From an optimization exercise on the open Yosys and OpenROAD flow, aimed at small area, a short achievable clock period and few clock cycles per item; shortcuts taken in it are not production practice. Where RTL was checked, it was by simulation tests only, not by an equivalence proof against the original. Power figures rest on the tool's default switching activity, not on a simulated workload.

build 69:
==> flow/design.v <==
package bbs_pkg;
    localparam int STACK_DEPTH = 256;
    localparam int PTR_W = $clog2(STACK_DEPTH);
    typedef logic [PTR_W-1:0] ptr_t;
    typedef logic [7:0] byte_t;
    typedef enum logic [2:0] {
        CMD_PUSH    = 3'd0,
        CMD_POP     = 3'd1,
        CMD_DUP     = 3'd2,
        CMD_DROP    = 3'd3,
        CMD_PEEK    = 3'd4,
        CMD_COMPARE = 3'd5
    } cmd_t;
endpackage
module bbs_ram (
    input  logic       clk,
    input  logic       rst_n,
    input  logic       sh_p,
    input  logic       sh_m,
    input  logic       pol,
    input  logic       wr0,
    input  logic       wr1,
    input  logic       wr2,
    input  logic       wr255,
    input  logic [7:0] d0,
    input  logic [7:0] d1,
    input  logic [7:0] d2,
    input  logic [7:0] d255,
    output logic [7:0] q0,
    output logic [7:0] q1,
    output logic [7:0] q2,
    output logic [7:0] q3,
    output logic [7:0] q254,
    output logic [7:0] q255
);
    logic [7:0]    r0;
    logic [2047:8] ring;
    logic [2047:0] cur;
    logic [2047:0] nxt;
    assign cur = {ring, r0};
    always_comb
    begin
        for (int j = 0; j < 256; j++)
        begin
            nxt[8*j +: 8] = ~(({8{sh_p}} & cur[8*((j+1)%256) +: 8])
                            | ({8{sh_m}} & cur[8*((j+255)%256) +: 8]));
        end
        if (wr0)
        begin
            nxt[7:0] = d0 ^ {8{~pol}};
        end
        if (wr1)
        begin
            nxt[15:8] = d1 ^ {8{~pol}};
        end
        if (wr2)
        begin
            nxt[23:16] = d2 ^ {8{~pol}};
        end
        if (wr255)
        begin
            nxt[2047:2040] = d255 ^ {8{~pol}};
        end
    end
    always_ff @(posedge clk or negedge rst_n)
    begin
        if (!rst_n)
        begin
            r0 <= '0;
        end
        else
        begin
            r0 <= nxt[7:0];
        end
    end
    always_ff @(posedge clk)
    begin
        ring <= nxt[2047:8];
    end
    assign q0   = r0;
    assign q1   = ring[15:8];
    assign q2   = ring[23:16];
    assign q3   = ring[31:24];
    assign q254 = ring[2039:2032];
    assign q255 = ring[2047:2040];
endmodule
module bidirectional_byte_stack_unit (
    input  logic       clk,
    input  logic       rst_n,
    input  logic       in_valid,
    output logic       in_stall,
    input  logic [2:0] command,
    input  logic       grow_down,
    input  logic [7:0] push_value,
    output logic       out_valid,
    input  logic       out_stall,
    output logic [7:0] read_value,
    output logic       zero_out,
    output logic       carry_out,
    output logic [7:0] pointer_out
);
    logic       ir_valid;
    logic [2:0] ir_cmd;
    logic       ir_down;
    logic [7:0] ir_val;
    logic       sh_p, sh_m;      
    logic       off, off_next;   
    logic       pol;             
    logic [7:0] sp_reg, sp_next;
    logic       zero_reg, zero_next;
    logic       carry_reg, carry_next;
    logic [7:0] du_reg, du_next;      
    logic [7:0] dd_reg, dd_next;      
    logic [7:0] cnt_reg, cnt_next;    
    logic       full_reg, full_next;  
    logic       newterr;              
    logic       vp1_reg, vp2_reg, vm1_reg, vm2_reg;
    logic       vp1_next, vp2_next, vm1_next, vm2_next;
    logic [1:0]  qc;         
    logic [1:0]  qv;         
    logic        ov_reg;     
    logic [17:0] qd0, qd1;
    logic        exec;       
    logic        ir_valid_next, nx_down, nx_step, nx_up;
    logic [17:0] res;
    logic        stall_reg;
    logic       accept, pop;
    logic       in_up, in_dn, in_step, in_shp;
    logic       is_push, is_pd, is_rm, is_rd, is_cmp;
    logic       up, dn;
    logic       vp1, vp2, vm1, vm2;
    logic       clr0, wr_hi, wr_lo;
    logic [7:0] q0, q1, q2, q3, q254, q255;
    logic       sa1, sa2, sa255, sa0, a_zp;
    logic       sb2, sb3, sb254, sb255, b_zp;
    logic       nv_p1, nv_p2, nv_m1, nv_m2, pol_next;
    logic [7:0] a_st, b_st;            
    logic       a_eq_b, a_lt_b, a_gt_b;
    logic [7:0] a_val, wr_data, rv;
    logic       wr0, wr1, wr2, wr255;
    logic [7:0] d0, d1, d2, d255;
    logic [1:0] nq;
    logic       n_ge1, n_ge2;
    assign exec     = ir_valid & ~qc[1];
    assign in_stall = stall_reg;
    assign accept   = in_valid & ~(ir_valid & qc[1]);
    assign pop      = qv[0] & ~out_stall;
    assign qv       = {qc[1], qc != 2'd0};
    assign in_up   = ((command == bbs_pkg::CMD_PUSH) | (command == bbs_pkg::CMD_DUP)) & ~grow_down
                   | ((command == bbs_pkg::CMD_POP) | (command == bbs_pkg::CMD_DROP)) & grow_down;
    assign in_step = (command == bbs_pkg::CMD_PUSH) | (command == bbs_pkg::CMD_DUP)
                   | (command == bbs_pkg::CMD_POP) | (command == bbs_pkg::CMD_DROP);
    assign is_push = (ir_cmd == bbs_pkg::CMD_PUSH);
    assign is_pd   = (ir_cmd == bbs_pkg::CMD_PUSH) | (ir_cmd == bbs_pkg::CMD_DUP);
    assign is_rm   = (ir_cmd == bbs_pkg::CMD_POP)  | (ir_cmd == bbs_pkg::CMD_DROP);
    assign is_rd   = (ir_cmd == bbs_pkg::CMD_POP)  | (ir_cmd == bbs_pkg::CMD_PEEK);
    assign is_cmp  = (ir_cmd == bbs_pkg::CMD_COMPARE);
    assign up      = exec & ((is_pd & ~ir_down) | (is_rm & ir_down));
    assign dn      = exec & ((is_pd & ir_down) | (is_rm & ~ir_down));
    assign off_next = (up | dn) ? off : ~off;
    assign vp1 = vp1_reg;
    assign vp2 = vp2_reg;
    assign vm1 = vm1_reg;
    assign vm2 = vm2_reg;
    bbs_ram u_ram (
        .clk   (clk),
        .rst_n (rst_n),
        .sh_p  (sh_p),
        .sh_m  (sh_m),
        .pol   (pol),
        .wr0   (wr0),
        .wr1   (wr1),
        .wr2   (wr2),
        .wr255 (wr255),
        .d0    (d0),
        .d1    (d1),
        .d2    (d2),
        .d255  (d255),
        .q0    (q0),
        .q1    (q1),
        .q2    (q2),
        .q3    (q3),
        .q254  (q254),
        .q255  (q255)
    );
    assign a_st = ({8{sa1}} & q1) | ({8{sa2}} & q2) | ({8{sa255}} & q255) | ({8{sa0}} & q0)
                | {8{a_zp}};
    assign b_st = ({8{sb2}} & q2) | ({8{sb3}} & q3) | ({8{sb254}} & q254) | ({8{sb255}} & q255)
                | {8{b_zp}};
    assign a_eq_b = (a_st == b_st);
    assign a_lt_b = (a_st < b_st);
    assign a_gt_b = (a_st > b_st);
    assign a_val  = a_st ^ {8{pol}};
    assign wr_data = is_push ? ir_val : a_val;
    assign clr0  = exec & (is_rm | (is_pd & (ir_down ? ~vm1 : ~vp1)));
    assign wr_hi = exec & is_pd & ~ir_down;
    assign wr_lo = exec & is_pd & ir_down;
    assign wr0   = (clr0 & ~off_next) | (wr_hi & off_next);
    assign wr1   = (clr0 & off_next) | (wr_lo & ~off_next);
    assign wr2   = wr_lo & off_next;
    assign wr255 = wr_hi & ~off_next;
    assign d0    = off_next ? wr_data : 8'd0;
    assign d1    = off_next ? 8'd0 : wr_data;
    assign d2    = wr_data;
    assign d255  = wr_data;
    assign rv = is_rd ? a_val : 8'd0;
    assign newterr = (up & ~vp1_reg) | (dn & ~vm1_reg);
    always_comb
    begin
        sp_next    = sp_reg;
        du_next    = du_reg;
        dd_next    = dd_reg;
        vp1_next   = vp1_reg;
        vp2_next   = vp2_reg;
        vm1_next   = vm1_reg;
        vm2_next   = vm2_reg;
        zero_next  = zero_reg;
        carry_next = carry_reg;
        if (up)
        begin
            sp_next  = sp_reg + 8'd1;
            du_next  = (du_reg == 8'd0) ? 8'd0 : du_reg - 8'd1;
            dd_next  = dd_reg + 8'd1;
            vp1_next = vp2_reg;
            vp2_next = du_reg > 8'd2;
            vm1_next = 1'b1;
            vm2_next = vm1_reg;
        end
        if (dn)
        begin
            sp_next  = sp_reg - 8'd1;
            dd_next  = (dd_reg == 8'd0) ? 8'd0 : dd_reg - 8'd1;
            du_next  = du_reg + 8'd1;
            vm1_next = vm2_reg;
            vm2_next = dd_reg > 8'd2;
            vp1_next = 1'b1;
            vp2_next = vp1_reg;
        end
        if (full_next)
        begin
            vp1_next = 1'b1;
            vp2_next = 1'b1;
            vm1_next = 1'b1;
            vm2_next = 1'b1;
        end
        if (exec & is_cmp)
        begin
            zero_next  = a_eq_b;
            carry_next = pol ? a_gt_b : a_lt_b;
        end
    end
    assign cnt_next  = cnt_reg + 8'(newterr);
    assign full_next = full_reg | (newterr & (cnt_reg == 8'd254));
    assign res = {rv, zero_next, carry_next, sp_next};
    assign nv_p1    = vp1_next;
    assign nv_p2    = vp2_next;
    assign nv_m1    = vm1_next;
    assign nv_m2    = vm2_next;
    assign pol_next = ~pol;
    assign nq    = qc - 2'(pop) + 2'(exec);
    assign n_ge1 = (nq != 2'd0);
    assign n_ge2 = nq[1];
    assign ir_valid_next = accept | (ir_valid & ~exec);
    assign nx_down       = accept ? grow_down : ir_down;
    assign nx_step       = accept ? in_step : (is_pd | is_rm);
    assign nx_up         = accept ? in_up : ((is_pd & ~ir_down) | (is_rm & ir_down));
    assign in_shp        = (ir_valid_next & ~n_ge2 & nx_step) ? nx_up : off_next;
    always_ff @(posedge clk or negedge rst_n)
    begin
        if (!rst_n)
        begin
            ir_valid  <= 1'b0;
            sh_p      <= 1'b0;
            sh_m      <= 1'b1;
            off       <= 1'b0;
            pol       <= 1'b0;
            sp_reg    <= '0;
            zero_reg  <= 1'b0;
            carry_reg <= 1'b0;
            du_reg    <= '0;
            dd_reg    <= '0;
            cnt_reg   <= '0;
            full_reg  <= 1'b0;
            vp1_reg   <= 1'b0;
            vp2_reg   <= 1'b0;
            vm1_reg   <= 1'b0;
            vm2_reg   <= 1'b0;
            qc        <= '0;
            ov_reg    <= 1'b0;
        end
        else
        begin
            ir_valid  <= ir_valid_next;
            sh_p      <= in_shp;
            sh_m      <= ~in_shp;
            off       <= off_next;
            pol       <= ~pol;
            sp_reg    <= sp_next;
            zero_reg  <= zero_next;
            carry_reg <= carry_next;
            du_reg    <= du_next;
            dd_reg    <= dd_next;
            cnt_reg   <= cnt_next;
            full_reg  <= full_next;
            vp1_reg   <= vp1_next;
            vp2_reg   <= vp2_next;
            vm1_reg   <= vm1_next;
            vm2_reg   <= vm2_next;
            qc        <= nq;
            ov_reg    <= n_ge1;
        end
    end
    always_ff @(posedge clk)
    begin
        stall_reg <= ir_valid_next & n_ge2;
        sa1       <= nx_down & ~off_next & nv_p1;
        sa2       <= nx_down & off_next & nv_p1;
        sa255     <= ~nx_down & ~off_next & nv_m1;
        sa0       <= ~nx_down & off_next & nv_m1;
        a_zp      <= pol_next & (nx_down ? ~nv_p1 : ~nv_m1);
        sb2       <= nx_down & ~off_next & nv_p2;
        sb3       <= nx_down & off_next & nv_p2;
        sb254     <= ~nx_down & ~off_next & nv_m2;
        sb255     <= ~nx_down & off_next & nv_m2;
        b_zp      <= pol_next & (nx_down ? ~nv_p2 : ~nv_m2);
    end
    always_ff @(posedge clk)
    begin
        if (accept)
        begin
            ir_cmd  <= command;
            ir_down <= grow_down;
            ir_val  <= push_value;
        end
        qd0 <= ({18{pop & qv[1]}} & qd1)
             | ({18{(pop & ~qv[1]) | ~qv[0]}} & res)
             | ({18{qv[0] & ~pop}} & qd0);
        if (!qv[1])
        begin
            qd1 <= res;
        end
    end
    assign out_valid   = ov_reg;
    assign read_value  = qd0[17:10];
    assign zero_out    = qd0[9];
    assign carry_out   = qd0[8];
    assign pointer_out = qd0[7:0];
endmodule
clock: 7.0 ns
lec_check: 0
cap_margin: 20
core_margin: 2
core_utilization: 55
cts_cluster_diameter: 100
cts_cluster_size: 30
hold_slack_margin: 0.0
setup_slack_margin: 4.65
slew_margin: 20
run.sh (not shown) runs the stock make flow with config.mk's settings and CLKGATE_MAP_FILE= SYNTH_SCRIPT=/design/flow/synth_recipe.tcl, a recipe that flattens the netlist after the stock synthesis.
Build 69 completed end to end with timing, DRC and antenna clean.
Changes in build 25 relative to build 69:
--- a/flow/design.v
+++ b/flow/design.v
@@ -112,5 +112,5 @@
     logic [7:0] du_reg, du_next;      
     logic [7:0] dd_reg, dd_next;      
-    logic [7:0] cnt_reg, cnt_next;    
+    logic [8:0] span;                 
     logic       full_reg, full_next;  
     logic       newterr;              
@@ -250,6 +250,6 @@
         end
     end
-    assign cnt_next  = cnt_reg + 8'(newterr);
-    assign full_next = full_reg | (newterr & (cnt_reg == 8'd254));
+    assign span      = {1'b0, du_reg} + {1'b0, dd_reg};
+    assign full_next = full_reg | (newterr & (span == 9'd254));
     assign res = {rv, zero_next, carry_next, sp_next};
     assign nv_p1    = vp1_next;
@@ -280,5 +280,4 @@
             du_reg    <= '0;
             dd_reg    <= '0;
-            cnt_reg   <= '0;
             full_reg  <= 1'b0;
             vp1_reg   <= 1'b0;
@@ -301,5 +300,4 @@
             du_reg    <= du_next;
             dd_reg    <= dd_next;
-            cnt_reg   <= cnt_next;
             full_reg  <= full_next;
             vp1_reg   <= vp1_next;
[summary]
Build 25 finished every step from synthesis to the final layout, and the layout passed the timing, design-rule and antenna checks.
Diff build 69 -> build 25: shortest clock period the worst path allows after layout decreased by 0.0090 ns relative to the old numbers, area after synthesis was more or less identical, register-to-register slack decreased by 0.16 ns relative to the old numbers.
As far as logic gate share of total power is concerned, build 69 and build 25 perform about the same.
Share of the synthesized netlist area taken by xor and xnor gates of build 69 is on par with build 25.
Testbench counts of build 25, summed over its fixed seeds: cycles 32,016, items 32,000.
Function not checked in build 69: the RTL went through the layout flow alone.

re-timing with driven ports:
The flow's constraints put no driver on any port. The routed layouts listed below were extracted and timed again, unchanged, in two steps.
Step 1 (the two cells are an assumption about what drives the block):
set clk [get_ports {clk}]
set_driving_cell -lib_cell sky130_fd_sc_hd__clkbuf_16 $clk
set_driving_cell -lib_cell sky130_fd_sc_hd__buf_2 [delete_from_list [all_inputs] $clk]
Step 2, shift: input delay + t, output delay - t, t = (earliest + latest rising clock arrival at the registers) / 2. This alone moves slack from input paths to output paths.
Three values: ideal ports, drivers, drivers and shift; two values: the first two.
run | t, ns | setup WS [ns] | worst slew at a driven data input, ns
build 69 | 0.755 | 4.379 / 4.310 / 4.021 | 0.06
build 25 | 0.751 | 4.388 / 4.319 / 3.910 | 0.04
After both steps every run listed still meets setup and hold. For build 25, which loses most, drivers alone change the setup slack by -0.069 ns; drivers and shift together by -0.478 ns.
